Context: an optimization exercise on an open-source flow, tuned for small area, a short achievable clock period and few clock cycles per item. The choices shown serve that exercise and are no tape-out recipe. RTL that was checked went through simulation tests only; none was proved equivalent to the original. For run 1, only the layout was checked, not whether the RTL still works. No activity file was given, so power comes from the tool's default toggle rates.

--- design/flow/config.mk ---
export PLATFORM = sky130hd
export DESIGN_NAME = spmv_top
export DESIGN_NICKNAME = spmv_top
export VERILOG_FILES = /design/flow/design.v
export SDC_FILE = /design/flow/constraint.sdc
export NUM_CORES = 4
export LEC_CHECK = 0
export ABC_CLOCK_PERIOD_IN_PS = 3000
export CAP_MARGIN = 20
export CORE_MARGIN = 2
export CORE_UTILIZATION = 40
export SETUP_SLACK_MARGIN = 5
export SLEW_MARGIN = 20
--- design/flow/constraint.sdc ---
create_clock -name core_clock -period 10.0 [get_ports {clk}]
set_input_delay 2.0000 -clock core_clock [delete_from_list [all_inputs] [get_ports {clk}]]
set_output_delay 2.0000 -clock core_clock [all_outputs]
set_load 0.01 [all_outputs]
--- design/flow/design.v ---
`default_nettype none
package cisr_pkg;
    localparam int NUM_LANES     = 4;
    localparam int NUM_ROWS      = 6;
    localparam int IN_FIFO_DEPTH = 4;
    localparam int OUT_CREDITS   = 4;
    localparam int FIFO_PTR_W    = $clog2(IN_FIFO_DEPTH);
    localparam int VALUE_W   = 16;
    localparam int COL_W     = 8;
    localparam int LEN_W     = 8;
    localparam int SUM_W     = 24;
    localparam int SUM_LO_W  = 12;
    localparam int PSUM_W    = SUM_W + 1;
    localparam int LANE_W    = VALUE_W + COL_W;
    localparam int GROUP_W   = NUM_LANES * LANE_W;
    localparam int QLANE_W   = VALUE_W + 1;
    localparam int QGROUP_W  = NUM_LANES * QLANE_W;
    localparam int NUM_SLOTS = 6;
    localparam int SLOT_W    = $clog2(NUM_SLOTS);
    localparam int CREDIT_W  = $clog2(OUT_CREDITS + 1);
    localparam logic [COL_W-1:0] COL_PAD = 8'hff;
endpackage
`default_nettype wire
`timescale 1ns/10ps
`default_nettype none
module credit_fifo #(
    parameter int WIDTH = 8
) (
    input  logic             clk,
    input  logic             rst_l,
    input  logic             in_valid,
    input  logic [WIDTH-1:0] in_data,
    input  logic             pop,
    output logic             not_empty,
    output logic [WIDTH-1:0] head,
    output logic             credit
);
    localparam int D = cisr_pkg::IN_FIFO_DEPTH;
    logic [WIDTH-1:0] mem [D];
    logic [D-1:0]     vld;
    logic [D-1:0]     vld_after;
    logic [D-1:0]     load_in;
    logic [D-1:0]     load_sh;
    assign not_empty = vld[0];
    assign head      = mem[0];
    always_comb begin
        vld_after = pop ? (vld >> 1) : vld;
        for (int i = 0; i < D; i++) begin
            load_sh[i] = pop && (i < D-1) && vld[(i+1) % D];
            load_in[i] = in_valid && !vld_after[i] && ((i == 0) || vld_after[(i+D-1) % D]);
        end
    end
    always_ff @(posedge clk) begin
        for (int i = 0; i < D; i++) begin
            if (load_sh[i]) begin
                mem[i] <= mem[(i+1) % D];
            end else if (load_in[i]) begin
                mem[i] <= in_data;
            end
        end
    end
    always_ff @(posedge clk or negedge rst_l) begin
        if (!rst_l) begin
            vld    <= '0;
            credit <= 1'b0;
        end else begin
            vld    <= vld_after | load_in;
            credit <= pop;
        end
    end
endmodule
`default_nettype wire
`timescale 1ns/10ps
`default_nettype none
module cisr_row_decoder (
    input  logic                                  clk,
    input  logic                                  rst_l,
    input  logic [cisr_pkg::LEN_W-1:0]            len_head,
    input  logic                                  len_not_empty,
    output logic                                  len_pop,
    input  logic [cisr_pkg::QGROUP_W-1:0]         grp_head,
    input  logic                                  grp_not_empty,
    output logic                                  grp_pop,
    input  logic [cisr_pkg::SLOT_W-1:0]           alloc_slot,
    input  logic                                  alloc_phase,
    input  logic [cisr_pkg::NUM_SLOTS-1:0]        slot_phase,
    output logic                                  xfer_valid,
    output logic [cisr_pkg::SLOT_W-1:0]           xfer_slot,
    output logic [cisr_pkg::PSUM_W-1:0]           xfer_sum
);
    localparam int NL = cisr_pkg::NUM_LANES;
    localparam int LW = cisr_pkg::LEN_W;
    localparam int SW = cisr_pkg::SLOT_W;
    localparam int VW = cisr_pkg::VALUE_W;
    localparam int AW = cisr_pkg::SUM_W;
    localparam int LO = cisr_pkg::SUM_LO_W;
    localparam int HI = AW - LO;
    localparam int QW = cisr_pkg::QLANE_W;
    logic [LW-1:0] cnt  [NL];
    logic [NL-1:0] cz;
    logic [SW-1:0] slot [NL];
    logic [NL-1:0] phase;
    logic [LO-1:0] acc_lo [NL];
    logic [HI-1:0] acc_hi [NL];
    logic [NL-1:0] acc_c;
    logic [NL-1:0] fresh;
    logic [NL-1:0] pend;
    logic [NL-1:0] live;
    logic [NL-1:0] need;
    logic [NL-1:0] first;
    logic [NL-1:0] ready;
    logic [NL-1:0] xsel;
    logic [NL-1:0] hand;
    logic [NL-1:0] take;
    logic          handout;
    logic          more;
    logic [LW-1:0] cnt_next [NL];
    logic [NL-1:0] eff_one;
    logic [NL-1:0] eff_zero;
    always_comb begin
        for (int i = 0; i < NL; i++) begin
            live[i] = !grp_head[i*QW];
            need[i] = grp_not_empty && live[i] && cz[i];
        end
        first = need & ~(need - 1'b1);
        more  = |(need & ~first);
        for (int i = 0; i < NL; i++) begin
            ready[i] = pend[i] && (slot_phase[slot[i]] == phase[i]);
        end
        xsel  = ready & ~(ready - 1'b1);
        handout = (need != '0) && len_not_empty && ((first & pend) == '0);
        hand    = handout ? first : '0;
        len_pop = handout;
        grp_pop = grp_not_empty && ((need == '0) || (!more && handout));
        take    = grp_pop ? live : '0;
        for (int i = 0; i < NL; i++) begin
            cnt_next[i] = hand[i] ? (take[i] ? len_head - 1'b1 : len_head)
                                  : (take[i] ? cnt[i] - 1'b1 : cnt[i]);
            eff_one[i]  = hand[i] ? (len_head == LW'(1)) : (cnt[i] == LW'(1));
            eff_zero[i] = hand[i] ? 1'b0 : cz[i];
        end
    end
    always_comb begin
        xfer_valid = (ready != '0);
        xfer_slot  = '0;
        xfer_sum   = '0;
        for (int i = 0; i < NL; i++) begin
            if (xsel[i]) begin
                xfer_slot = slot[i];
                xfer_sum  = {acc_c[i], acc_hi[i], acc_lo[i]};
            end
        end
    end
    always_ff @(posedge clk or negedge rst_l) begin
        if (!rst_l) begin
            for (int i = 0; i < NL; i++) begin
                cnt[i]  <= '0;
                slot[i] <= '0;
            end
            cz    <= '1;
            phase <= '0;
            fresh <= '1;
            pend  <= '0;
        end else begin
            for (int i = 0; i < NL; i++) begin
                cnt[i] <= cnt_next[i];
                if (hand[i]) begin
                    slot[i]  <= alloc_slot;
                    phase[i] <= alloc_phase;
                end
            end
            cz    <= (take & eff_one) | (~take & eff_zero);
            fresh <= (fresh | xsel) & ~take;
            pend  <= (pend & ~xsel) | (take & eff_one);
        end
    end
    always_ff @(posedge clk) begin
        for (int i = 0; i < NL; i++) begin
            if (take[i]) begin
                {acc_c[i], acc_lo[i]} <= {1'b0, (fresh[i] ? '0 : acc_lo[i])}
                                         + {1'b0, grp_head[i*QW+1 +: LO]};
                acc_hi[i] <= (fresh[i] ? '0 : acc_hi[i])
                             + {{(AW-VW){grp_head[i*QW+VW]}}, grp_head[i*QW+1+LO +: VW-LO]}
                             + HI'(fresh[i] ? 1'b0 : acc_c[i]);
            end
        end
    end
endmodule
`default_nettype wire
`timescale 1ns/10ps
`default_nettype none
module row_accumulator (
    input  logic                        clk,
    input  logic                        rst_l,
    input  logic                        alloc,
    output logic [cisr_pkg::SLOT_W-1:0] alloc_slot,
    output logic                        alloc_phase,
    output logic [cisr_pkg::NUM_SLOTS-1:0] slot_phase,
    input  logic                        xfer_valid,
    input  logic [cisr_pkg::SLOT_W-1:0] xfer_slot,
    input  logic [cisr_pkg::PSUM_W-1:0] xfer_sum,
    output logic                        head_done,
    output logic [cisr_pkg::PSUM_W-1:0] head_sum,
    input  logic                        release_head
);
    localparam int NS = cisr_pkg::NUM_SLOTS;
    localparam int SW = cisr_pkg::SLOT_W;
    logic [cisr_pkg::PSUM_W-1:0] sums [NS];
    logic [NS-1:0]              done;
    logic [SW-1:0]              alloc_ptr;
    logic [SW-1:0]              out_ptr;
    logic                       aphase;
    assign alloc_slot = alloc_ptr;
    assign alloc_phase = aphase;
    assign head_done  = done[out_ptr];
    assign head_sum   = sums[out_ptr];
    always_ff @(posedge clk) begin
        if (xfer_valid) begin
            sums[xfer_slot] <= xfer_sum;
        end
    end
    always_ff @(posedge clk or negedge rst_l) begin
        if (!rst_l) begin
            done      <= '0;
            alloc_ptr <= '0;
            out_ptr   <= '0;
            aphase     <= 1'b0;
            slot_phase <= '0;
        end else begin
            if (alloc) begin
                alloc_ptr <= (alloc_ptr == SW'(NS-1)) ? '0 : alloc_ptr + 1'b1;
                if (alloc_ptr == SW'(NS-1)) begin
                    aphase <= !aphase;
                end
            end
            if (release_head) begin
                out_ptr <= (out_ptr == SW'(NS-1)) ? '0 : out_ptr + 1'b1;
            end
            for (int s = 0; s < NS; s++) begin
                if (xfer_valid && (xfer_slot == SW'(s))) begin
                    done[s] <= 1'b1;
                end else if (release_head && (out_ptr == SW'(s))) begin
                    done[s]       <= 1'b0;
                    slot_phase[s] <= !slot_phase[s];
                end
            end
        end
    end
endmodule
`default_nettype wire
`timescale 1ns/10ps
`default_nettype none
module result_serializer (
    input  logic                        clk,
    input  logic                        rst_l,
    input  logic                        head_done,
    input  logic [cisr_pkg::PSUM_W-1:0] head_sum,
    output logic                        release_head,
    output logic                        out_valid,
    output logic [7:0]                  out_byte,
    input  logic                        out_credit
);
    localparam int AW = cisr_pkg::SUM_W;
    localparam int LO = cisr_pkg::SUM_LO_W;
    logic [cisr_pkg::CREDIT_W-1:0] credits;
    logic [1:0] byte_idx;
    logic       send;
    logic [7:0] raw;
    logic [7:0] addend;
    logic [8:0] res;
    logic       carry;
    logic       sign;
    assign send         = head_done && ((credits != '0) || out_credit);
    assign release_head = send && (byte_idx == 2'd3);
    always_comb begin
        raw    = '0;
        addend = '0;
        case (byte_idx)
            2'd0: raw = head_sum[7:0];
            2'd1: begin
                raw    = head_sum[15:8];
                addend = 8'(head_sum[AW]) << (LO - 8);
            end
            2'd2: raw = head_sum[23:16];
            default: raw = '0;
        endcase
        res = {1'b0, raw} + {1'b0, addend} + 9'(carry);
    end
    always_ff @(posedge clk) begin
        out_byte <= (byte_idx == 2'd3) ? {8{sign}} : res[7:0];
    end
    always_ff @(posedge clk or negedge rst_l) begin
        if (!rst_l) begin
            credits   <= cisr_pkg::CREDIT_W'(cisr_pkg::OUT_CREDITS);
            byte_idx  <= '0;
            out_valid <= 1'b0;
            carry     <= 1'b0;
            sign      <= 1'b0;
        end else begin
            credits   <= credits + cisr_pkg::CREDIT_W'(out_credit) - cisr_pkg::CREDIT_W'(send);
            out_valid <= send;
            if (send) begin
                byte_idx <= byte_idx + 1'b1;
                carry    <= (byte_idx == 2'd1) && res[8];
                sign     <= res[7];
            end
        end
    end
endmodule
`default_nettype wire
`timescale 1ns/10ps
`default_nettype none
module spmv_top (
    input  logic        clk,
    input  logic        rst_l,
    input  logic        row_len_valid,
    input  logic [7:0]  row_len,
    output logic        row_len_credit,
    input  logic        grp_valid,
    input  logic [95:0] grp,
    output logic        grp_credit,
    output logic        out_valid,
    output logic [7:0]  out_byte,
    input  logic        out_credit
);
    localparam int NL = cisr_pkg::NUM_LANES;
    localparam int QW = cisr_pkg::QLANE_W;
    localparam int PW = cisr_pkg::LANE_W;
    localparam int CW = cisr_pkg::COL_W;
    localparam int VW = cisr_pkg::VALUE_W;
    logic [cisr_pkg::LEN_W-1:0]    len_head;
    logic                          len_not_empty;
    logic                          len_pop;
    logic [cisr_pkg::QGROUP_W-1:0] grp_in;
    logic [cisr_pkg::QGROUP_W-1:0] grp_head;
    logic                          grp_not_empty;
    logic                          grp_pop;
    logic [cisr_pkg::SLOT_W-1:0]   alloc_slot;
    logic                          alloc_phase;
    logic [cisr_pkg::NUM_SLOTS-1:0] slot_phase;
    logic                          xfer_valid;
    logic [cisr_pkg::SLOT_W-1:0]   xfer_slot;
    logic [cisr_pkg::PSUM_W-1:0]   xfer_sum;
    logic                          head_done;
    logic [cisr_pkg::PSUM_W-1:0]   head_sum;
    logic                          release_head;
    always_comb begin
        for (int i = 0; i < NL; i++) begin
            grp_in[i*QW]         = (grp[i*PW +: CW] == cisr_pkg::COL_PAD);
            grp_in[i*QW+1 +: VW] = grp[i*PW+CW +: VW];
        end
    end
    credit_fifo #(.WIDTH(cisr_pkg::LEN_W)) i_len_fifo (
        .clk, .rst_l,
        .in_valid  (row_len_valid), .in_data (row_len),
        .pop       (len_pop),       .not_empty (len_not_empty),
        .head      (len_head),      .credit (row_len_credit)
    );
    credit_fifo #(.WIDTH(cisr_pkg::QGROUP_W)) i_grp_fifo (
        .clk, .rst_l,
        .in_valid  (grp_valid),     .in_data (grp_in),
        .pop       (grp_pop),       .not_empty (grp_not_empty),
        .head      (grp_head),      .credit (grp_credit)
    );
    cisr_row_decoder i_decoder (
        .clk, .rst_l,
        .len_head, .len_not_empty, .len_pop,
        .grp_head, .grp_not_empty, .grp_pop,
        .alloc_slot, .alloc_phase, .slot_phase,
        .xfer_valid, .xfer_slot, .xfer_sum
    );
    row_accumulator i_slots (
        .clk, .rst_l,
        .alloc (len_pop), .alloc_slot, .alloc_phase, .slot_phase,
        .xfer_valid, .xfer_slot, .xfer_sum,
        .head_done, .head_sum, .release_head
    );
    result_serializer i_serializer (
        .clk, .rst_l, .head_done, .head_sum, .release_head,
        .out_valid, .out_byte, .out_credit
    );
endmodule
`default_nettype wire
--- design/flow/run.sh ---
#!/bin/bash
# synth_recipe.tcl (not shown) runs the flow's synth.tcl, then flattens the netlist and writes it again
# the make line also repeats each setting of config.mk as NAME=value (left out here)
make -C /OpenROAD-flow-scripts/flow DESIGN_CONFIG=/design/flow/config.mk WORK_HOME=/design/flow/orfs CLKGATE_MAP_FILE= SYNTH_SCRIPT=/design/flow/synth_recipe.tcl finish
==> qor.txt, run 1 <==
Outcome -> timing/DRC/antenna clean
GPL Wtd Cong -> 0.847
Synth Warn # -> 13
Post-DP HPWL -> 46.8 mm
Worst setup EP type -> flop
Die area -> 82400 um2
Worst Setup Path Type -> reg2reg
Port Buf Inserts -> 119
Residual DRC -> 0
Total CTS buffers -> 75
NetSw -> 5.18 mW
Initial core utilization -> 40.5%
Rows -> 103
Leading area contributor after synthesis -> edfxtp_1
DRT Pass-1 Iters -> 5
Commonest cells in the netlist -> edfxtp_1 (554), mux2_2 (209), nand2_1 (129)
Net Count, Synth -> 2568
Boundary Pins -> 120
Setup repair bufs after CTS -> 0
Crit path arrival time -> 4.87 ns
Core area -> 79100 um2
RSZ-0062 raised after global routing -> false
Total number of vias -> 19400
Req. time, crit path -> 10.25 ns
Least-Margin Pin Slew -> 1.15 ns
Max Cap Viol -> 0
Area share of the largest cell type after synthesis -> 51.9%
Antenna viol nets, final -> 0
Clk latency of the worst-skew pair -> 0.62 ns
Comb pwr share -> 42.6%
R2r startpoint -> i_grp_fifo.vld[0]
Top-count cell post-synth -> edfxtp_1
CTS Sinks -> 659
Max Buffers Root-to-Sink -> 3
Total Power -> 14.1 mW
Via density -> 5.41
Dominant cells by area after synthesis -> edfxtp_1 (52%), mux2_2 (7.3%), dfrtp_1 (6.9%)
Final-report hold violation count -> 0
WHS Endpoint -> i_slots.done[0]
Area Growth Syn to Fin -> 14.8%
H-tree levels -> 3
HP Class -> reg2reg
Clock-pin slew on the worst setup and hold paths -> 0.06 ns
Synth cell types -> 85
N_diodes -> 0
Share of cells above drive strength 1 -> 17.0%
Root Driver -> clkbuf_16
Register share of total power -> 38.6%
Setup slack, reg-to-reg -> 5.38 ns
Worst R2R Path Depth -> 10
Min Tclk post-route -> 4.62 ns
Synthesized flop and latch total -> 659
Total global-route track usage -> 17.3%
Sw frac -> 36.6%
Async SR Flop Fraction -> 14.7%
Antenna violations before repair -> 1
Largest net degree at the start of global routing -> 70
Power Internal -> 8.97 mW
DR WL/cell -> 19.7 um
Sequential fraction of the synthesis area -> 60.0%
Fmax -> 0.217 GHz
Final Max Slew Viols -> 0
Hold Crit Depth -> 1
R2R Path End -> i_grp_fifo.mem[1][65]
Max VDD drop -> 441 uV
Post-Route WL -> 70.7 mm
Mapped Area -> 32100 um2
Global-route wire length before repair -> 112 mm
Final net count -> 2701
CP Max Fanout -> 48
Final TNS setup -> 0 ns
Die Span X -> 287 um
Number of flops mapped to enable cells by yosys -> 554
Ys flop type -> edfxtp_1
Syn Inst Count -> 2338
Relative slew slack -> 22.6%
Startpoint Class -> flop
Chip height -> 287 um
Syn avg cell area -> 13.7 um2
Overflow after GRT -> 0
Leak pwr -> 13.4 nW
Period utilisation layout -> 46.2%
Drt initial violations -> 1317
Cts hold-fix bufs -> 0
Setup-failing EPs final -> 0
Clock power share -> 18.8%
Hold Startpoint -> i_slots.done[0]
Vias in the first global route -> 19900
CTS tree -> built
Worst Skew -> 0.0220 ns
Pwr dens -> 384 nW/um2
[timing repair]
| item | 4_1_cts | 5_1_grt |
|---|---|---|
| endpoints found under the setup margin | 0 | 98 |
| resized for setup | 0 | 1 |
| endpoints found under the hold margin | 0 | 0 |
[cells in the final DEF (no fill, tap or decap), types with 13 or more instances in the layout]
| cell | n |
|---|---|
| buf_4 | 30 |
| a21o_1 | 18 |
| clkdlybuf4s50_1 | 118 |
| nor4_1 | 18 |
| mux2i_1 | 34 |
| ha_1 | 108 |
| edfxtp_1 | 554 |
| o21ai_0 | 82 |
| clkinv_1 | 15 |
| mux2_2 | 209 |
| clkbuf_16 | 76 |
| a22oi_1 | 53 |
| a21boi_0 | 16 |
| xnor2_1 | 103 |
| inv_1 | 91 |
| and3_1 | 15 |
| clkinv_2 | 17 |
| mux4_2 | 31 |
| fa_1 | 13 |
| nand4_1 | 18 |
| nor2b_1 | 113 |
| xor2_1 | 20 |
| nand2b_1 | 31 |
| a21oi_1 | 70 |
| or3_1 | 20 |
| clkbuf_1 | 16 |
| mux2_1 | 39 |
| nor2_1 | 100 |
| nor3_1 | 33 |
| dfrtp_1 | 87 |
| nand3_1 | 29 |
| nand2_1 | 129 |
[power by group through the flow]
stage	Sequential [mW]	Combinational, mW	Clock (mW)
floorplan	5.23	4.73	0
global placement	5.49	5.82	0
detailed placement	5.52	6.05	0
CTS	5.47	6.09	2.73
global route	5.59	6.73	2.84
finish	5.46	6.03	2.66
[final cells by class]
| type | instances | area (um2) |
|---|---|---|
| flip-flops and latches | 659 | 19200 |
| fillers | 7022 | 42300 |
| clock inverters | 43 | 410 |
| multi-input cells | 1493 | 12100 |
| clock buffers | 93 | 1980 |
| repair buffers | 148 | 1410 |
| inverters | 94 | 355 |
| well taps | 1050 | 1310 |
[metal layers]
metal  track usage [%]  vias up  wire length, um
met3              2.94      121             3540
met1              23.0     9729            31300
met2              28.2      463            33600
li1                  -     9066                -
met4              6.45        0             2220
met5                 0        -                0
[sequential cells by signal, indices dropped and copies added (netlist names), 2 cells and up]
| signal | cells |
|---|---|
| i_slots.slot_phase | 6 |
| i_serializer.out_byte | 8 |
| i_serializer.byte_idx | 2 |
| i_decoder.pend | 4 |
| i_decoder.cnt | 32 |
| i_len_fifo.mem | 32 |
| i_len_fifo.vld | 4 |
| i_decoder.fresh | 4 |
| i_grp_fifo.vld | 4 |
| i_serializer.credits | 3 |
| i_grp_fifo.mem | 272 |
| i_slots.out_ptr | 3 |
| i_decoder.acc_lo | 48 |
| i_slots.done | 6 |
| i_slots.sums | 150 |
| i_decoder.acc_hi | 48 |
| i_slots.alloc_ptr | 3 |
| i_decoder.slot | 12 |
| i_decoder.acc_c | 4 |
| i_decoder.cz | 4 |
| i_decoder.phase | 4 |
[kinds of logic after synthesis]
| kind of cell | synth area share [%] |
|---|---|
| compound gates | 7.48 |
| simple gates | 9.47 |
| fa+ha+maj | 5.06 |
| xor+xnor | 3.36 |
| flops | 60.0 |
| mux | 12.0 |
| buf+inv | 2.59 |
[how the worst max path moves through the flow]
stage / slack, ns / start / cells after the start / endpoint
finish: 5.38 / i_grp_fifo.vld[0] / 10 / i_grp_fifo.mem[1][65]
floorplan: 3.98 / i_decoder.cz[3] / 13 / i_grp_fifo.mem[2][0]
CTS: 5.23 / i_grp_fifo.vld[0] / 10 / i_grp_fifo.mem[1][65]
detailed placement: 5.24 / i_grp_fifo.vld[0] / 10 / i_grp_fifo.mem[1][17]
global route: 5.07 / i_grp_fifo.vld[0] / 10 / i_grp_fifo.mem[1][63]
global placement: 5.36 / grp_valid / 5 / i_grp_fifo.mem[1][65]
[per-stage QoR]
| stage | worst slack, ns | hold WS, ns | util [%] | cells | area (um2) |
|---|---|---|---|---|---|
| finish | 5.38 | 0.479 | 46.5 | 3580 | 36800 |
| global route | 5.07 | 0.488 | 46.5 | 3580 | 36800 |
| CTS | 5.23 | 0.481 | 46.5 | 3580 | 36800 |
| detailed placement | 5.24 | 0.469 | 43.5 | 3444 | 34400 |
| global placement | 5.36 | 0.462 | 43.5 | 3444 | 34400 |
| floorplan | 3.98 | 0.450 | - | 2338 | 32100 |
[worst max-delay path, stage by stage (launching register included)]
cell and delay [ns]:
dfrtp_1 0.72, nor2b_1 0.61, nand3_1 0.26, o2111ai_4 0.23, inv_2 0.20, maj3_2 0.36
a32o_1 0.26, buf_4 0.24, nand2_1 0.07, and3_2 0.59, buf_4 0.63
==> run 2: changes to the inputs <==
--- a/design/flow/design.v
+++ b/design/flow/design.v
@@ -13,8 +13,6 @@
     localparam int PSUM_W    = SUM_W + 1;
     localparam int LANE_W    = VALUE_W + COL_W;
     localparam int GROUP_W   = NUM_LANES * LANE_W;
-    localparam int QLANE_W   = VALUE_W + 1;
-    localparam int QGROUP_W  = NUM_LANES * QLANE_W;
     localparam int NUM_SLOTS = 6;
     localparam int SLOT_W    = $clog2(NUM_SLOTS);
     localparam int CREDIT_W  = $clog2(OUT_CREDITS + 1);
@@ -35,6 +33,47 @@
     output logic [WIDTH-1:0] head,
     output logic             credit
 );
+    localparam int PW = cisr_pkg::FIFO_PTR_W;
+    logic [WIDTH-1:0] mem [cisr_pkg::IN_FIFO_DEPTH];
+    logic [PW-1:0]    wr_ptr;
+    logic [PW-1:0]    rd_ptr;
+    logic [PW:0]      level;
+    assign not_empty = (level != '0);
+    assign head      = mem[rd_ptr];
+    always_ff @(posedge clk) begin
+        if (in_valid) begin
+            mem[wr_ptr] <= in_data;
+        end
+    end
+    always_ff @(posedge clk or negedge rst_l) begin
+        if (!rst_l) begin
+            wr_ptr <= '0;
+            rd_ptr <= '0;
+            level  <= '0;
+            credit <= 1'b0;
+        end else begin
+            if (in_valid) begin
+                wr_ptr <= wr_ptr + 1'b1;
+            end
+            if (pop) begin
+                rd_ptr <= rd_ptr + 1'b1;
+            end
+            level  <= level + (PW+1)'(in_valid) - (PW+1)'(pop);
+            credit <= pop;
+        end
+    end
+endmodule
+module shift_fifo #(
+    parameter int WIDTH = 4
+) (
+    input  logic             clk,
+    input  logic             rst_l,
+    input  logic             in_valid,
+    input  logic [WIDTH-1:0] in_data,
+    input  logic             pop,
+    output logic             not_empty,
+    output logic [WIDTH-1:0] head
+);
     localparam int D = cisr_pkg::IN_FIFO_DEPTH;
     logic [WIDTH-1:0] mem [D];
     logic [D-1:0]     vld;
@@ -61,11 +100,9 @@
     end
     always_ff @(posedge clk or negedge rst_l) begin
         if (!rst_l) begin
-            vld    <= '0;
-            credit <= 1'b0;
+            vld <= '0;
         end else begin
-            vld    <= vld_after | load_in;
-            credit <= pop;
+            vld <= vld_after | load_in;
         end
     end
 endmodule
@@ -78,7 +115,8 @@
     input  logic [cisr_pkg::LEN_W-1:0]            len_head,
     input  logic                                  len_not_empty,
     output logic                                  len_pop,
-    input  logic [cisr_pkg::QGROUP_W-1:0]         grp_head,
+    input  logic [cisr_pkg::NUM_LANES*cisr_pkg::VALUE_W-1:0] grp_val,
+    input  logic [cisr_pkg::NUM_LANES-1:0]        grp_pad,
     input  logic                                  grp_not_empty,
     output logic                                  grp_pop,
     input  logic [cisr_pkg::SLOT_W-1:0]           alloc_slot,
@@ -95,7 +133,6 @@
     localparam int AW = cisr_pkg::SUM_W;
     localparam int LO = cisr_pkg::SUM_LO_W;
     localparam int HI = AW - LO;
-    localparam int QW = cisr_pkg::QLANE_W;
     logic [LW-1:0] cnt  [NL];
     logic [NL-1:0] cz;
     logic [SW-1:0] slot [NL];
@@ -119,7 +156,7 @@
     logic [NL-1:0] eff_zero;
     always_comb begin
         for (int i = 0; i < NL; i++) begin
-            live[i] = !grp_head[i*QW];
+            live[i] = !grp_pad[i];
             need[i] = grp_not_empty && live[i] && cz[i];
         end
         first = need & ~(need - 1'b1);
@@ -178,9 +215,9 @@
         for (int i = 0; i < NL; i++) begin
             if (take[i]) begin
                 {acc_c[i], acc_lo[i]} <= {1'b0, (fresh[i] ? '0 : acc_lo[i])}
-                                         + {1'b0, grp_head[i*QW+1 +: LO]};
+                                         + {1'b0, grp_val[i*VW +: LO]};
                 acc_hi[i] <= (fresh[i] ? '0 : acc_hi[i])
-                             + {{(AW-VW){grp_head[i*QW+VW]}}, grp_head[i*QW+1+LO +: VW-LO]}
+                             + {{(AW-VW){grp_val[i*VW+VW-1]}}, grp_val[i*VW+LO +: VW-LO]}
                              + HI'(fresh[i] ? 1'b0 : acc_c[i]);
             end
         end
@@ -324,15 +361,16 @@
     input  logic        out_credit
 );
     localparam int NL = cisr_pkg::NUM_LANES;
-    localparam int QW = cisr_pkg::QLANE_W;
     localparam int PW = cisr_pkg::LANE_W;
     localparam int CW = cisr_pkg::COL_W;
     localparam int VW = cisr_pkg::VALUE_W;
     logic [cisr_pkg::LEN_W-1:0]    len_head;
     logic                          len_not_empty;
     logic                          len_pop;
-    logic [cisr_pkg::QGROUP_W-1:0] grp_in;
-    logic [cisr_pkg::QGROUP_W-1:0] grp_head;
+    logic [NL*VW-1:0]              grp_val_in;
+    logic [NL-1:0]                 grp_pad_in;
+    logic [NL*VW-1:0]              grp_val;
+    logic [NL-1:0]                 grp_pad;
     logic                          grp_not_empty;
     logic                          grp_pop;
     logic [cisr_pkg::SLOT_W-1:0]   alloc_slot;
@@ -346,8 +384,8 @@
     logic                          release_head;
     always_comb begin
         for (int i = 0; i < NL; i++) begin
-            grp_in[i*QW]         = (grp[i*PW +: CW] == cisr_pkg::COL_PAD);
-            grp_in[i*QW+1 +: VW] = grp[i*PW+CW +: VW];
+            grp_pad_in[i]          = (grp[i*PW +: CW] == cisr_pkg::COL_PAD);
+            grp_val_in[i*VW +: VW] = grp[i*PW+CW +: VW];
         end
     end
     credit_fifo #(.WIDTH(cisr_pkg::LEN_W)) i_len_fifo (
@@ -356,16 +394,22 @@
         .pop       (len_pop),       .not_empty (len_not_empty),
         .head      (len_head),      .credit (row_len_credit)
     );
-    credit_fifo #(.WIDTH(cisr_pkg::QGROUP_W)) i_grp_fifo (
+    credit_fifo #(.WIDTH(NL*VW)) i_grp_fifo (
+        .clk, .rst_l,
+        .in_valid  (grp_valid),     .in_data (grp_val_in),
+        .pop       (grp_pop),       .not_empty (),
+        .head      (grp_val),       .credit (grp_credit)
+    );
+    shift_fifo #(.WIDTH(NL)) i_pad_fifo (
         .clk, .rst_l,
-        .in_valid  (grp_valid),     .in_data (grp_in),
+        .in_valid  (grp_valid),     .in_data (grp_pad_in),
         .pop       (grp_pop),       .not_empty (grp_not_empty),
-        .head      (grp_head),      .credit (grp_credit)
+        .head      (grp_pad)
     );
     cisr_row_decoder i_decoder (
         .clk, .rst_l,
         .len_head, .len_not_empty, .len_pop,
-        .grp_head, .grp_not_empty, .grp_pop,
+        .grp_val, .grp_pad, .grp_not_empty, .grp_pop,
         .alloc_slot, .alloc_phase, .slot_phase,
         .xfer_valid, .xfer_slot, .xfer_sum
     );
==> run 2 against run 1 <==
Net effect: still clean; final cell count is 5.9% lower; combinational power down 11%; clock skew increased by 0.0030 ns; highest routed layer unchanged.
==> qor.txt, run 2 <==
Sequential fraction of the synthesis area -> 62.3% (+2.3 points)
Area Growth Syn to Fin -> 15.0%
Commonest cells in the netlist -> edfxtp_1 (554), nor2_1 (130), ha_1 (118)
Share of cells above drive strength 1 -> 13.8% (-3.2 points)
Max VDD drop -> 175 uV (-60%)
Initial core utilization -> 40.3% (-0.23 points)
Vias in the first global route -> 18800 (-5.7%)
Die area -> 80100 um2 (-2.8%)
Crit path arrival time -> 4.81 ns (-0.06 ns)
CP Max Fanout -> 34 (-29%)
DRT Pass-1 Iters -> 5 (unchanged)
Total number of vias -> 17800 (-8.3%)
Most crowded layer after global routing -> met2
GR Util met3 -> 2.46% (-0.49 points)
Non-Filler Instances -> 3369 (-5.9%)
RSZ-0062 raised after global routing -> false
Min Tclk post-route -> 4.44 ns (-0.172 ns)
Fmax -> 0.225 GHz (+3.9%)
Worst Skew -> 0.0250 ns (+0.00297 ns)
Largest net degree at the start of global routing -> 65 (-7.1%)
Max Buffers Root-to-Sink -> 3 (unchanged)
DP Worst Slack -> 5.25 ns (+0.00701 ns)
Clk latency of the worst-skew pair -> 0.62 ns (about the same)
CTS Sinks -> 666 (+1.1%)
Syn Inst Count -> 2132 (-8.8%)
Drt initial violations -> 1020 (-23%)
Synth cell types -> 90 (+5.9%)
Area share of the largest cell type after synthesis -> 53.4% (+1.5 points)
Outcome -> timing/DRC/antenna clean
Least-Margin Pin Slew -> 1.16 ns (+0.00989 ns)
Port Buf Inserts -> 119 (unchanged)
Worst Setup Path Type -> reg2reg
Antenna violations before repair -> 0 (-1)
Met1 GRT Util -> 22.0% (-1.1 points)
CTS tree -> built
Final net count -> 2510 (-7.1%)
Relative slew slack -> 22.0% (-0.67 points)
Mapped Area -> 31100 um2 (-2.8%)
Rows -> 102 (-0.97%)
Hold Slack -> 0.470 ns (-0.00851 ns)
Most flop-heavy register -> i_grp_fifo.mem
Max Cap Viol -> 0 (unchanged)
Post-Route WL -> 66.6 mm (-5.8%)
Leading area contributor after synthesis -> edfxtp_1
Total global-route track usage -> 16.7% (-0.52 points)
Global-route wire length before repair -> 105 mm (-5.6%)
Chip height -> 283 um (-1.4%)
Final TNS setup -> 0 ns (unchanged)
Root Driver -> clkbuf_16
Pwr dens -> 356 nW/um2 (-7.4%)
Dominant cells by area after synthesis -> edfxtp_1 (53%), dfrtp_1 (7.6%), mux4_2 (7.4%)
Largest register FFs -> 256 (-5.9%)
Fillcell total -> 6805 (-3.1%)
Startpoint Class -> flop
DR WL/cell -> 19.8 um (about the same)
Post-DP HPWL -> 43.6 mm (-6.9%)
GPL Wtd Cong -> 0.815 (-3.8%)
Top flop regs -> i_grp_fifo.mem: 256 flops, i_slots.sums: 150 flops
Dpl cells -> 3233 (-6.1%)
Overflow after GRT -> 0 (unchanged)
Sequential Area -> 19400 um2 (+0.94%)
Period utilisation layout -> 44.4% (-1.7 points)
Number of flops mapped to enable cells by yosys -> 554 (unchanged)
Met2 Track Usage GR -> 28.3% (+0.12 points)
Core area -> 77300 um2 (-2.3%)
HP Class -> reg2reg
Top-count cell post-synth -> edfxtp_1
Worst setup EP type -> flop
Clock-pin slew on the worst setup and hold paths -> 0.06 ns (about the same)
Setup-failing EPs final -> 0 (unchanged)
Total CTS buffers -> 74 (-1.3%)
Most frequent cells in the layout -> edfxtp_1 (554), nor2_1 (130), ha_1 (118), clkdlybuf4s50_1 (118), mux4_2 (103)
Req. time, crit path -> 10.36 ns (+0.11 ns)
Synth Warn # -> 13 (unchanged)
Final-report hold violation count -> 0 (unchanged)
Syn avg cell area -> 14.6 um2 (+6.6%)
H-tree levels -> 3 (unchanged)
Cts hold-fix bufs -> 0 (unchanged)
Leak pwr -> 13.0 nW (-3.2%)
Multi-input gate area -> 11000 um2 (-8.9%)
Antenna viol nets, final -> 0 (unchanged)
Synthesized flop and latch total -> 666 (+1.1%)
Net Count, Synth -> 2373 (-7.6%)
Boundary Pins -> 120 (unchanged)
Commonest non-fill, non-tap cell in the layout -> edfxtp_1
Via density -> 5.28 (-2.5%)
Ys flop type -> edfxtp_1
Die Span X -> 283 um (-1.4%)
Worst setup margin -> 5.56 ns (+0.172 ns)
Async SR Flop Fraction -> 15.6% (+0.90 points)
Final Max Slew Viols -> 0 (unchanged)
Residual DRC -> 0 (unchanged)
run 2: kinds of logic (layout without fill, tap and decap cells):
family	after synthesis	in the layout	share of synthesized area (%)
buf+inv	184	380	2.40
compound gates	359	359	7.70
other cells	0	1	0
mux	171	171	9.84
fa+ha+maj	132	132	5.64
xor+xnor	141	141	3.96
flops	666	666	62.3
simple gates	479	479	8.13
run 2: critical path: stages, from the launching register on:
cell	delay (ns)
dfrtp_4	0.87
buf_6	0.53
mux4_2	0.56
inv_1	0.09
fa_1	0.20
inv_1	0.07
fa_1	0.47
a21o_1	0.18
a21oi_1	0.22
o21bai_1	0.09
a21oi_1	0.23
o21bai_1	0.09
a21oi_1	0.22
o21bai_1	0.08
a21oi_1	0.18
xnor2_1	0.08
run 2: path summary, 6_finish.rpt:
check,startpoint,to,slack [ns],cells past startpoint
worst min-delay path,i_decoder.cz[1],i_decoder.cz[1],0.47,2
max in group asynchronous,rst_l,i_slots.out_ptr[0],7.30,2
worst max-delay path,i_grp_fifo.rd_ptr[0],i_decoder.acc_hi[0][10],5.56,15
min in group asynchronous,rst_l,i_len_fifo.credit,1.42,1
worst min register to register,i_decoder.cz[1],i_decoder.cz[1],0.47,2
worst max register to register,i_grp_fifo.rd_ptr[0],i_decoder.acc_hi[0][10],5.56,15
run 2: cell type report:
| class | count | area share (%) |
|---|---|---|
| diodes | 1 | 0.00699 |
| clock buffers | 95 | 5.44 |
| clock inverters | 40 | 1.07 |
| inverters | 105 | 1.10 |
| multi-input cells | 1282 | 30.8 |
| flip-flops and latches | 666 | 54.2 |
| well taps | 1040 | 3.63 |
| repair buffers | 140 | 3.77 |
run 2: per-stage QoR:
step                      utilization (%)  area (um2)  total power [mW]
after CTS                            46.3       35800              12.9
after global placement               43.3       33500              10.0
after global routing                 46.3       35800              13.7
after detailed placement             43.3       33500              10.2
after floorplan                         -       31100              8.79
final                                46.3       35800              12.7
run 2: routing by layer:
| metal | vias to the layer above | routed length [um] |
|---|---|---|
| li1 | 8333 | - |
| met1 | 8935 | 29200 |
| met2 | 410 | 32600 |
| met3 | 100 | 3010 |
| met4 | 0 | 1830 |
| met5 | - | 0 |
run 2: what timing repair did:
| item | 4_1_cts | 5_1_grt |
|---|---|---|
| setup endpoints to repair | 0 | 4 |
| buffers inserted | 0 | 0 |
| resized for setup | 0 | 1 |
run 2: power by group:
part / total, mW / switching, mW / internal (mW)
Combinational: 5.39 / 2.96 / 2.43
Sequential: 4.74 / 0.523 / 4.22
Clock: 2.61 / 1.11 / 1.50
Total: 12.7 / 4.59 / 8.16
Testbench counts of run 2, summed over its fixed seeds: cycles 9,365, items 384.
==> run 3: changes to the inputs <==
==> design/flow/flow/run.sh (new file) <==
#!/bin/bash
set -euo pipefail
bash standard.sh SETUP_SLACK_MARGIN=6.5 finish > make_finish.log 2>&1
==> design/flow/standard.sh (new file) <==
#!/bin/bash
# synth_recipe.tcl (not shown) runs the flow's synth.tcl, then flattens the netlist and writes it again
# the make line also repeats each setting of config.mk as NAME=value (left out here)
make -C /OpenROAD-flow-scripts/flow DESIGN_CONFIG=/design/flow/config.mk WORK_HOME=/design/flow/orfs CLKGATE_MAP_FILE= SYNTH_SCRIPT=/design/flow/synth_recipe.tcl "${@:-finish}"
--- a/design/flow/config.mk
+++ b/design/flow/config.mk
@@ -8,6 +8,9 @@
 export ABC_CLOCK_PERIOD_IN_PS = 3000
 export CAP_MARGIN = 20
 export CORE_MARGIN = 2
-export CORE_UTILIZATION = 40
+export CORE_UTILIZATION = 65
+export CTS_BUF_LIST = sky130_fd_sc_hd__clkbuf_8
+export CTS_CLUSTER_DIAMETER = 50
+export CTS_CLUSTER_SIZE = 20
 export SETUP_SLACK_MARGIN = 5
 export SLEW_MARGIN = 20
removed: design/flow/run.sh
==> run 3 against run 2 <==
Net effect: first-iteration DRC count increased by 60%; critical path depth unchanged; non-clock buffer count is 73 higher; fmax rose by 26%; register-to-register slack better by 0.92 ns; still clean on timing, DRC and antenna; routed wire length rose by 0.16%; utilization up 29 points; clock skew rose by 0.014 ns; power up 0.60%; die area down 38%; sequential power shrank 0.8%; clock power decreased by 35%.
==> qor.txt, run 3 <==
Outcome -> timing/DRC/antenna clean
Finished Cell Area -> 35700 um2 (-0.36%)
Commonest cells in the netlist -> edfxtp_1 (554), nor2_1 (130), ha_1 (118)
Syn Inst Count -> 2132 (unchanged)
Final net count -> 2568 (+2.3%)
Post-DP HPWL -> 41.0 mm (-5.9%)
Setup-failing EPs final -> 0 (unchanged)
Async SR Flop Fraction -> 15.6% (unchanged)
Total global-route track usage -> 26.7% (+10 points)
Min Tclk post-route -> 3.53 ns (-0.918 ns)
Crit path arrival time -> 4.00 ns (-0.81 ns)
Period utilisation layout -> 35.3% (-9.2 points)
Worst Skew -> 0.0388 ns (+0.0139 ns)
Top-count cell post-synth -> edfxtp_1
Antenna viol nets, final -> 0 (unchanged)
Max Buffers Root-to-Sink -> 3 (unchanged)
Least-Margin Pin Slew -> 0.971 ns (-0.188 ns)
HP Class -> reg2reg
Top flop regs -> i_grp_fifo.mem: 256 flops, i_slots.sums: 150 flops
DP Worst Slack -> 5.33 ns (+0.0807 ns)
Port Buf Inserts -> 119 (unchanged)
Final Max Slew Viols -> 0 (unchanged)
Residual DRC -> 0 (unchanged)
Sequential fraction of the synthesis area -> 62.3% (unchanged)
Final TNS setup -> 0 ns (unchanged)
Total Power -> 12.8 mW (+0.60%)
Sequential Area -> 19400 um2 (about the same)
Area Growth Syn to Fin -> 14.6%
GPL Wtd Cong -> 0.840 (+3.1%)
Most flop-heavy register -> i_grp_fifo.mem
Die Span X -> 223 um (-21%)
Total CTS buffers -> 54 (-27%)
Worst setup EP type -> flop
Chip height -> 223 um (-21%)
Ys flop type -> edfxtp_1
Global-route wire length before repair -> 102 mm (-3.5%)
Initial core utilization -> 65.5% (+25 points)
Largest net degree at the start of global routing -> 65 (unchanged)
Fillcell total -> 2993 (-56%)
Dominant cells by area after synthesis -> edfxtp_1 (53%), dfrtp_1 (7.6%), mux4_2 (7.4%)
Total number of vias -> 18300 (+3.0%)
Worst setup margin -> 6.47 ns (+0.918 ns)
Core area -> 47500 um2 (-39%)
Pwr dens -> 359 nW/um2 (+0.96%)
Hold Crit Depth -> 2 (unchanged)
DRT Pass-1 Iters -> 5 (unchanged)
Boundary Pins -> 120 (unchanged)
Net Count, Synth -> 2373 (unchanged)
Syn avg cell area -> 14.6 um2 (unchanged)
Placement Cell Area -> 33000 um2 (-1.5%)
Share of cells above drive strength 1 -> 21.6% (+7.8 points)
Max Cap Viol -> 0 (unchanged)
Drt initial violations -> 1637 (+60%)
Final-report hold violation count -> 0 (unchanged)
Area share of the largest cell type after synthesis -> 53.4% (unchanged)
Synth Warn # -> 13 (unchanged)
Relative slew slack -> 35.3% (+13 points)
Fmax -> 0.284 GHz (+26%)
Root Driver -> clkbuf_8
Startpoint Class -> flop
Antenna violations before repair -> 1 (+1)
Post-layout util -> 75.1% (+29 points)
Worst R2R Path Depth -> 15 (unchanged)
Clk latency of the worst-skew pair -> 0.71 ns (+0.09 ns)
Number of flops mapped to enable cells by yosys -> 554 (unchanged)
Largest register FFs -> 256 (unchanged)
Dpl cells -> 2802 (-13%)
Multi-input gate area -> 11700 um2 (+5.9%)
Die area -> 49700 um2 (-38%)
Worst Setup Path Type -> reg2reg
Synth cell types -> 90 (unchanged)
Clock-pin slew on the worst setup and hold paths -> 0.11 ns (+0.05 ns)
CP Max Fanout -> 8 (-76%)
Vias in the first global route -> 18400 (-2.0%)
Most frequent cells in the layout -> edfxtp_1 (554), nor2_1 (128), clkdlybuf4s50_1 (106)
Via density -> 6.13 (+16%)
Post-Route WL -> 66.7 mm (+0.16%)
CTS tree -> built
Mapped Area -> 31100 um2 (unchanged)
RSZ-0062 raised after global routing -> true
Non-Filler Instances -> 2987 (-11%)
Leak pwr -> 13.1 nW (+1.1%)
Synthesized flop and latch total -> 666 (unchanged)
Hold Slack -> 0.461 ns (-0.00889 ns)
DR WL/cell -> 22.3 um (+13%)
Leading area contributor after synthesis -> edfxtp_1
Max VDD drop -> 237 uV (+35%)
Rows -> 80 (-22%)
Overflow after GRT -> 0 (unchanged)
CTS Sinks -> 666 (unchanged)
Commonest non-fill, non-tap cell in the layout -> edfxtp_1
Req. time, crit path -> 10.48 ns (+0.12 ns)
H-tree levels -> 2 (-1)
## run 3: changes by cell type in the layout (fill, tap and decap cells not counted), sizes merged, moves of 2 or more
cell and change:
clkdlybuf4s50 -12, clkbuf -36, bufinv +2, dlygate4sd2 +11
buf +69, clkinv -12, clkinvlp +4, and2 +4
inv +10
## run 3: cell families after synthesis
kind of cell / Yosys count / share of synthesized area (%)
multiplexers: 171 / 9.84
XOR/XNOR: 141 / 3.96
AO/OA/AOI/OAI: 359 / 7.70
flip-flops: 666 / 62.3
AND/OR/NAND/NOR: 479 / 8.13
adder cells (fa/ha/maj): 132 / 5.64
buffers and inverters: 184 / 2.40
## run 3: worst paths after layout
path / startpoint / to / slack (ns)
worst max register to register: i_grp_fifo.rd_ptr[0] / i_decoder.acc_hi[0][10] / 6.47
max in group asynchronous: rst_l / i_grp_fifo.rd_ptr[1] / 7.44
worst min register to register: i_decoder.cz[1] / i_decoder.cz[1] / 0.46
worst max-delay path: i_grp_fifo.rd_ptr[0] / i_decoder.acc_hi[0][10] / 6.47
worst min-delay path: i_decoder.cz[1] / i_decoder.cz[1] / 0.46
min in group asynchronous: rst_l / i_decoder.cnt[2][3] / 1.35
## run 3: worst max-delay path, cell delays in order, from the launching register on
cell      delay, ns
dfrtp_4        0.50
buf_16         0.16
mux4_2         0.49
inv_1          0.09
fa_1           0.21
inv_1          0.07
fa_1           0.46
a21o_1         0.19
a21oi_2        0.18
o21bai_1       0.11
a21oi_2        0.20
o21bai_1       0.10
a21oi_2        0.19
o21bai_1       0.08
a21oi_1        0.18
xnor2_1        0.08
## run 3: where the power goes
group / leakage (nW) / switching [mW] / total (mW) / internal (mW)
registers: 6.51 / 0.493 / 4.70 / 4.21
clock network: 0.648 / 0.979 / 1.70 / 0.726
logic: 5.97 / 3.39 / 6.42 / 3.03
## run 3: per-layer routing
| layer | share of wire (%) | up-vias | global-route usage (%) |
|---|---|---|---|
| li1 | - | 8430 | - |
| met1 | 42 | 9200 | 36.8 |
| met2 | 49 | 573 | 44.5 |
| met3 | 6.4 | 107 | 4.02 |
| met4 | 2.8 | 2 | 8.49 |
| met5 | 0.024 | - | 0 |
## run 3: repair_timing
item                                    in CTS  in global routing
setup buffers                               17                 57
pin swaps                                    9                 80
hold buffers                                 0                  0
cloned                                       4                  6
gates resized for setup                     99                127
hold endpoints to repair                     0                  0
endpoints found under the setup margin     444                371
## run 3: cell type report
type | instances | share of cell area, %
clock buffer | 56 | 2.16
multi-input combinational | 1287 | 32.7
tap | 615 | 2.16
timing repair buffer | 213 | 6.00
sequential | 666 | 54.4
clock inverter | 44 | 1.42
inverter | 105 | 1.14
antenna | 1 | 0.00701
==> run 4: changes to the inputs <==
==> design/flow/flow/run.sh (replaced) <==
#!/bin/bash
set -euo pipefail
bash standard.sh SETUP_SLACK_MARGIN=7 finish > make_finish.log 2>&1
==> run 4 against run 3 <==
Net effect: combinational power is 21% higher; largest cell class unchanged; die area stayed put; critical path depth is 4 lower; sequential share of layout area is 3.8 points lower; register-to-register slack better by 0.04 ns; first-iteration DRC count is 8.6% higher; still clean; clock power hardly changed; fmax is 1.3% higher.
==> qor.txt, run 4 <==
Number of flops mapped to enable cells by yosys -> 554 (unchanged)
Ys flop type -> edfxtp_1
Synth Area in Adders -> 5.64% (unchanged)
Drt initial violations -> 1777 (+8.6%)
Post-Route WL -> 77.6 mm (+16%)
Commonest cells in the netlist -> edfxtp_1 (554), nor2_1 (130), ha_1 (118)
Worst setup EP type -> flop
Final Max Slew Viols -> 0 (unchanged)
Hold Startpoint -> i_decoder.cz[1]
Post-synthesis simple-gate area fraction -> 8.13% (unchanged)
Root Driver -> clkbuf_8
Worst Skew -> 0.0672 ns (+0.0283 ns)
R2r startpoint -> i_slots.slot_phase[5]
Most frequent cells in the layout -> edfxtp_1 (554), buf_4 (167), nor2_1 (114)
Global-route wire length before repair -> 114 mm (+12%)
Dominant cells by area after synthesis -> edfxtp_1 (53%), dfrtp_1 (7.6%), mux4_2 (7.4%)
Post-layout util -> 80.7% (+5.6 points)
Post-DP HPWL -> 41.1 mm (about the same)
CTS Sinks -> 666 (unchanged)
GPL Wtd Cong -> 0.859 (+2.3%)
Top-count cell post-synth -> edfxtp_1
Antenna violations before repair -> 3 (+2)
Largest family of logic cells by synthesized area -> multiplexers
Synthesized flop and latch total -> 666 (unchanged)
Vias in the first global route -> 19800 (+7.4%)
Crit path arrival time -> 3.91 ns (-0.09 ns)
Leading area contributor after synthesis -> edfxtp_1
Synth Warn # -> 13 (unchanged)
Total CTS buffers -> 56 (+3.7%)
Initial core utilization -> 65.5% (unchanged)
Die Span X -> 223 um (unchanged)
Largest register FFs -> 256 (unchanged)
DRT Pass-1 Iters -> 6 (+1)
Share of cells above drive strength 1 -> 32.0% (+10 points)
CP Max Fanout -> 7 (-1)
Total Power -> 14.2 mW (+11%)
Max Buffers Root-to-Sink -> 3 (unchanged)
Final-report hold violation count -> 0 (unchanged)
Mapped Area -> 31100 um2 (unchanged)
DR WL/cell -> 24.6 um (+10%)
Relative slew slack -> 46.6% (+11 points)
Syn Inst Count -> 2132 (unchanged)
Min Tclk post-route -> 3.48 ns (-0.0438 ns)
Max Cap Viol -> 0 (unchanged)
Req. time, crit path -> 10.43 ns (-0.05 ns)
Antenna viol nets, final -> 0 (unchanged)
Most flop-heavy register -> i_grp_fifo.mem
Clk latency of the worst-skew pair -> 0.74 ns (+0.03 ns)
Final TNS setup -> 0 ns (unchanged)
CTS tree -> built
Worst Setup Path Type -> reg2reg
Total number of vias -> 19800 (+8.1%)
Complex-gate fraction of the synthesized area -> 7.70% (unchanged)
Rows -> 80 (unchanged)
RSZ-0062 raised after global routing -> true
Final net count -> 2743 (+6.8%)
Clock-pin slew on the worst setup and hold paths -> 0.10 ns (about the same)
HP Class -> reg2reg
Least-Margin Pin Slew -> 0.800 ns (-0.170 ns)
Period utilisation layout -> 34.8% (-0.44 points)
Top flop regs -> i_grp_fifo.mem: 256 flops, i_slots.sums: 150 flops
Residual DRC -> 0 (unchanged)
Overflow after GRT -> 0 (unchanged)
Mux cell area share after synthesis -> 9.84% (unchanged)
Die area -> 49700 um2 (unchanged)
Outcome -> timing/DRC/antenna clean
Total global-route track usage -> 30.3% (+3.7 points)
Port Buf Inserts -> 119 (unchanged)
Pwr dens -> 370 nW/um2 (+2.9%)
Core area -> 47500 um2 (unchanged)
Via density -> 6.27 (+2.2%)
Setup-failing EPs final -> 0 (unchanged)
H-tree levels -> 2 (unchanged)
Leak pwr -> 14.3 nW (+8.9%)
Chip height -> 223 um (unchanged)
Startpoint Class -> flop
Synth Area in XOR/XNOR -> 3.96% (unchanged)
Fmax -> 0.287 GHz (+1.3%)
Worst setup path start -> i_slots.slot_phase[5]
Area share of the largest cell type after synthesis -> 53.4% (unchanged)
Async SR Flop Fraction -> 15.6% (unchanged)
Max VDD drop -> 186 uV (-22%)
Largest net degree at the start of global routing -> 57 (-12%)
Sequential fraction of the synthesis area -> 62.3% (unchanged)
Area Growth Syn to Fin -> 23.2%
Synth cell types -> 90 (unchanged)
Commonest non-fill, non-tap cell in the layout -> edfxtp_1
Net Count, Synth -> 2373 (unchanged)
Boundary Pins -> 120 (unchanged)
Syn avg cell area -> 14.6 um2 (unchanged)
Cts hold-fix bufs -> 0 (unchanged)
## run 4: path summary, 6_finish.rpt
check,endpoint,slack [ns],cells after the start
max,i_slots.sums[2][6],6.52,11
min,i_decoder.cz[1],0.47,2
max reg2reg,i_slots.sums[2][6],6.52,11
min reg2reg,i_decoder.cz[1],0.47,2
max in group asynchronous,i_pad_fifo.vld[0],7.39,2
min in group asynchronous,i_slots.done[5],1.30,1
## run 4: final cells by class
cell class                      count  area (um2)
Sequential cell                   666       19400
Multi-Input combinational cell   1295       12400
Fill cell                        2537        9160
Timing Repair Buffer              377        4060
Clock buffer                       57         785
Tap cell                          615         769
Clock inverter                     44         473
Inverter                          105         417
Timing Repair inverter              1        8.76
Antenna cell                        1        2.50
## run 4: cell families (layout without fill, tap and decap cells)
family | count (synthesis) | after routing
compound gates | 359 | 360
xor+xnor | 141 | 141
fa+ha+maj | 132 | 132
buf+inv | 184 | 584
flops | 666 | 666
mux | 171 | 172
other cells | 0 | 1
simple gates | 479 | 490
## run 4: through the flow
stage,hold slack (ns),setup WS [ns],cells,area (um2)
after floorplan,0.436,6.48,2132,31700
after global placement,0.447,5.62,2803,33300
after detailed placement,0.451,5.55,2803,33300
after CTS,0.467,6.65,3069,37100
after global routing,0.476,6.48,3161,38400
final,0.472,6.52,3161,38400
## run 4: power breakdown
group | switching (mW) | internal, mW
Clock | 0.999 | 0.708
Sequential | 0.485 | 4.21
Combinational | 3.95 | 3.84
Total | 5.43 | 8.76
## run 4: critical path, stage by stage (launching register included)
cell and delay [ns]:
dfrtp_2 0.46, mux4_2 0.50, nor2b_4 0.15, a21oi_4 0.19
mux2_4 0.36, nor4_4 0.36, buf_4 0.19, nand2_4 0.06
a2111oi_4 0.45, buf_4 0.19, buf_8 0.13, buf_12 0.16
## run 4: timing repair
item,CTS,global route
cloned,32,6
setup buffers,133,85
resized for setup,284,130
endpoints found under the setup margin,862,427
pin swaps,109,97
## run 4: per-layer routing
layer	part of all wire, %	up-vias	track usage [%]
met4	4.1	4	11.4
met5	0.033	-	0
met1	40	9959	41.0
li1	-	8812	-
met3	6.8	189	4.02
met2	49	840	51.1
==> run 5: changes to the inputs <==
==> design/flow/config.mk (replaced) <==
export PLATFORM = sky130hd
export DESIGN_NAME = spmv_top
export DESIGN_NICKNAME = spmv_top
export VERILOG_FILES = /design/flow/design.v
export SDC_FILE = /design/flow/constraint.sdc
export NUM_CORES = 4
export LEC_CHECK = 0
export ABC_AREA = 1
export CAP_MARGIN = 20
export CORE_MARGIN = 2
export CORE_UTILIZATION = 65
export CTS_BUF_LIST = sky130_fd_sc_hd__clkbuf_8
export CTS_CLUSTER_DIAMETER = 50
export CTS_CLUSTER_SIZE = 20
export SLEW_MARGIN = 20
==> run 5 against run 4 <==
Net effect: die area increased by 1.6%; combinational power decreased by 5.4%; sequential power decreased by 8.1%; final cell count increased by 23%; utilization decreased by 2.7 points; area after synthesis increased by 1.6%; fmax increased by 8.0%; count of clock-buffer cells in the layout decreased by 1; flip-flop and latch count unchanged; first-iteration DRC count increased by 47%; worst hold slack improved by 0.011 ns.
==> qor.txt, run 5 <==
Outcome -> timing/DRC/antenna clean
Leading area contributor after synthesis -> edfxtp_1
Max Cap Viol -> 0 (unchanged)
NetSw -> 5.76 mW (+6.2%)
GR Util met3 -> 4.94% (+0.92 points)
Multi-input gate area -> 11700 um2 (-6.3%)
Met2 Track Usage GR -> 52.4% (+1.4 points)
Final Max Slew Viols -> 0 (unchanged)
Global-route wire length before repair -> 121 mm (+6.1%)
Syn Inst Count -> 3011 (+41%)
Sw frac -> 42.8% (+4.6 points)
Antenna violations before repair -> 1 (-2)
Die area -> 50500 um2 (+1.6%)
Relative slew slack -> 47.6% (+0.93 points)
Post-layout util -> 78.0% (-2.7 points)
Dpl cells -> 3667 (+31%)
Root Driver -> clkbuf_8
Synth Warn # -> 13 (unchanged)
Final TNS setup -> 0 ns (unchanged)
Antenna viol nets, final -> 0 (unchanged)
Top flop regs -> i_grp_fifo.mem: 256 flops, i_slots.sums: 150 flops
Clk latency of the worst-skew pair -> 0.73 ns (about the same)
RSZ-0062 raised after global routing -> true
Post-DP HPWL -> 48.1 mm (+17%)
R2r startpoint -> i_grp_fifo.rd_ptr[0]
CTS tree -> built
Final-report hold violation count -> 0 (unchanged)
Vias in the first global route -> 22200 (+12%)
Net Count, Synth -> 3252 (+37%)
Max VDD drop -> 210 uV (+13%)
GPL Wtd Cong -> 0.889 (+3.5%)
Commonest cells in the netlist -> nand2_1 (558), edfxtp_1 (554), nor2_1 (320)
Finished Cell Area -> 37400 um2 (-2.5%)
Hold Startpoint -> i_slots.slot_phase[0]
Most flop-heavy register -> i_grp_fifo.mem
Async SR Flop Fraction -> 15.6% (unchanged)
Post-Route WL -> 82.0 mm (+5.6%)
Comb pwr share -> 54.8% (about the same)
WP buf/inv -> 1 (-3)
Pwr dens -> 359 nW/um2 (-2.8%)
Total CTS buffers -> 55 (-1.8%)
Clock power share -> 13.1% (+1.1 points)
Power Internal -> 7.69 mW (-12%)
Initial core utilization -> 66.0% (+0.51 points)
Period utilisation layout -> 32.2% (-2.6 points)
Max Buffers Root-to-Sink -> 3 (unchanged)
Worst Skew -> 0.0407 ns (-0.0265 ns)
Total number of vias -> 23500 (+19%)
Crit path arrival time -> 1.22 ns (-2.69 ns)
Synth cell types -> 58 (-36%)
Placement Cell Area -> 33500 um2 (+0.56%)
HP Class -> reg2reg
Share of cells above drive strength 1 -> 16.0% (-16 points)
Synthesized flop and latch total -> 666 (unchanged)
Chip height -> 225 um (+0.80%)
H-tree levels -> 2 (unchanged)
Fillcell total -> 3048 (+20%)
Commonest non-fill, non-tap cell in the layout -> edfxtp_1
Sequential fraction of the synthesis area -> 61.3% (-1.0 points)
Crit-path cells -> buf_2
Setup-failing EPs final -> 0 (unchanged)
Startpoint Class -> flop
Least-Margin Pin Slew -> 0.778 ns (-0.0222 ns)
Worst setup EP type -> primary output
Worst R2R Path Depth -> 17 (+6)
CP Max Fanout -> 1 (-6)
Via density -> 6.03 (-3.7%)
Met1 GRT Util -> 41.4% (+0.35 points)
Clock-pin slew on the worst setup and hold paths -> 0.10 ns (about the same)
Slowest cell on crit path -> dfrtp_1
Most crowded layer after global routing -> met2
Crit-path leading delay family -> flip-flops
Core area -> 47900 um2 (+0.84%)
Final net count -> 3478 (+27%)
Number of flops mapped to enable cells by yosys -> 554 (unchanged)
Syn avg cell area -> 10.5 um2 (-28%)
Fmax -> 0.310 GHz (+8.0%)
Die Span X -> 225 um (+0.80%)
Area Growth Syn to Fin -> 18.2%
Max stage delay on crit path -> 0.38 ns (-0.12 ns)
Overflow after GRT -> 0 (unchanged)
Drt initial violations -> 2607 (+47%)
CTS Sinks -> 666 (unchanged)
Largest register FFs -> 256 (unchanged)
Largest net degree at the start of global routing -> 65 (+14%)
Top-count cell post-synth -> nand2_1
Register share of total power -> 32.1% (-1.0 points)
Mapped Area -> 31700 um2 (+1.6%)
Ys flop type -> edfxtp_1
Sequential Area -> 19400 um2 (about the same)
Rows -> 80 (unchanged)
Total global-route track usage -> 31.2% (+0.83 points)
Port Buf Inserts -> 119 (unchanged)
WHS Endpoint -> i_slots.slot_phase[0]
Hold Crit Depth -> 2 (unchanged)
Leak pwr -> 14.9 nW (+3.9%)
Worst Setup Path Type -> reg2out
Req. time, crit path -> 8.00 ns (-2.43 ns)
DRT Pass-1 Iters -> 6 (unchanged)
Hold Slack -> 0.483 ns (+0.0106 ns)
R2R Path End -> i_decoder.acc_lo[2][11]
Dominant cells by area after synthesis -> edfxtp_1 (53%), dfrtp_1 (7.5%), nand2_1 (6.6%)
Most frequent cells in the layout -> edfxtp_1 (554), nand2_1 (538), nor2_1 (311)
Area share of the largest cell type after synthesis -> 52.5% (-0.86 points)
Setup slack, reg-to-reg -> 6.85 ns (+0.33 ns)
Boundary Pins -> 120 (unchanged)
DR WL/cell -> 21.0 um (-14%)
Min Tclk post-route -> 3.22 ns (-0.258 ns)
Non-Filler Instances -> 3900 (+23%)
Residual DRC -> 0 (unchanged)
-- run 5: changes by cell type after synthesis, sizes merged, moves of 66 or more --
cell   delta
nand2   +488
inv     +209
nor2    +204
o21ai   +169
nand3   +107
mux4    -103
nor2b   -102
a21oi    +67
o22ai    +66
-- run 5: area by class of cell --
| class | instances | area share (%) |
|---|---|---|
| multi-input combinational | 1934 | 31.1 |
| antenna | 2 | 0.0134 |
| tap | 615 | 2.06 |
| clock inverter | 47 | 1.51 |
| timing repair inverter | 7 | 0.231 |
| timing repair buffer | 259 | 7.45 |
| clock buffer | 56 | 2.06 |
| inverter | 314 | 3.60 |
| sequential | 666 | 51.9 |
-- run 5: power groups by stage --
stage	combinational [mW]	sequential, mW	clock, mW
finish	7.37	4.32	1.76
global route	8.00	4.38	1.88
CTS	6.26	4.31	1.78
detailed placement	5.49	4.40	0
global placement	5.29	4.38	0
floorplan	4.17	4.28	0
-- run 5: layer usage --
layer | wire (um) | vias up
met5 | 0 | -
met4 | 3340 | 0
met3 | 7120 | 206
met2 | 40200 | 1122
met1 | 31400 | 11300
li1 | - | 10900
-- run 5: worst max path at each step --
stage / cells after the start / startpoint / end / slack [ns]
final: 1 / i_len_fifo.credit / row_len_credit / 6.78
after global routing: 17 / i_grp_fifo.rd_ptr[0] / i_decoder.acc_lo[2][11] / 6.66
after CTS: 1 / i_len_fifo.credit / row_len_credit / 6.73
after detailed placement: 17 / i_grp_fifo.rd_ptr[0] / i_decoder.acc_hi[2][10] / 5.25
after global placement: 17 / i_grp_fifo.rd_ptr[0] / i_decoder.acc_hi[2][10] / 5.34
after floorplan: 9 / out_credit / i_serializer.credits[1] / 6.36
-- run 5: timing repair --
action	in CTS	in global routing
hold buffers	0	0
gates resized for setup	188	217
endpoints found under the setup margin	715	513
pin swaps	29	85
gates cloned	13	12
buffers inserted	43	60
-- run 5: cells by family (layout without fill, tap and decap cells) --
| family | Yosys count | in the layout | share of synthesized area, % |
|---|---|---|---|
| other | 0 | 2 | 0 |
| buffers and inverters | 412 | 683 | 5.05 |
| and+or+nand+nor | 1105 | 1106 | 14.6 |
| AOI/OAI and AO/OA | 578 | 578 | 10.3 |
| adders and majority gates | 132 | 132 | 5.55 |
| DFF | 666 | 666 | 61.3 |
| xor gates and xnor gates | 118 | 118 | 3.26 |
-- run 5: per-stage QoR --
step | power, mW | worst slack [ns]
after global routing | 14.3 | 6.66
after global placement | 9.67 | 5.34
after detailed placement | 9.90 | 5.25
after floorplan | 8.45 | 6.36
after CTS | 12.3 | 6.73
final | 13.5 | 6.78

re-timing with driven ports:
The results above use ideal ports. As a check the final layouts listed here were re-extracted and re-timed, cells and wires unchanged. Step 1 (the two cells are an assumption about what drives the block):
set clk [get_ports {clk}]
set_driving_cell -lib_cell sky130_fd_sc_hd__clkbuf_16 $clk
set_driving_cell -lib_cell sky130_fd_sc_hd__buf_2 [delete_from_list [all_inputs] $clk]
Step 2, shift: input delay + t, output delay - t, t = (earliest + latest rising clock arrival at the registers) / 2. This alone moves slack from input paths to output paths. Three values: ideal ports, drivers, drivers and shift; two values: the first two.
run	t, ns	setup slack, ns	worst setup path after step 2	worst register clock-pin slew, ns
run 1	0.675	5.384 / 5.384 / 5.354	input to register	0.07 / 0.07
run 2	0.673	5.555 / 5.555 / 5.555	register to register	0.06 / 0.06
run 3	0.738	6.474 / 6.474 / 5.988	input to register	0.11 / 0.11
run 4	0.761	6.517 / 6.517 / 6.376	input to register	0.12 / 0.12
run 5	0.766	6.776 / 6.716 / 6.233	input to register	0.12 / 0.12
After both steps every run listed still meets setup and hold. For run 5, which loses most, drivers alone change the setup slack by -0.060 ns; drivers and shift together by -0.543 ns.
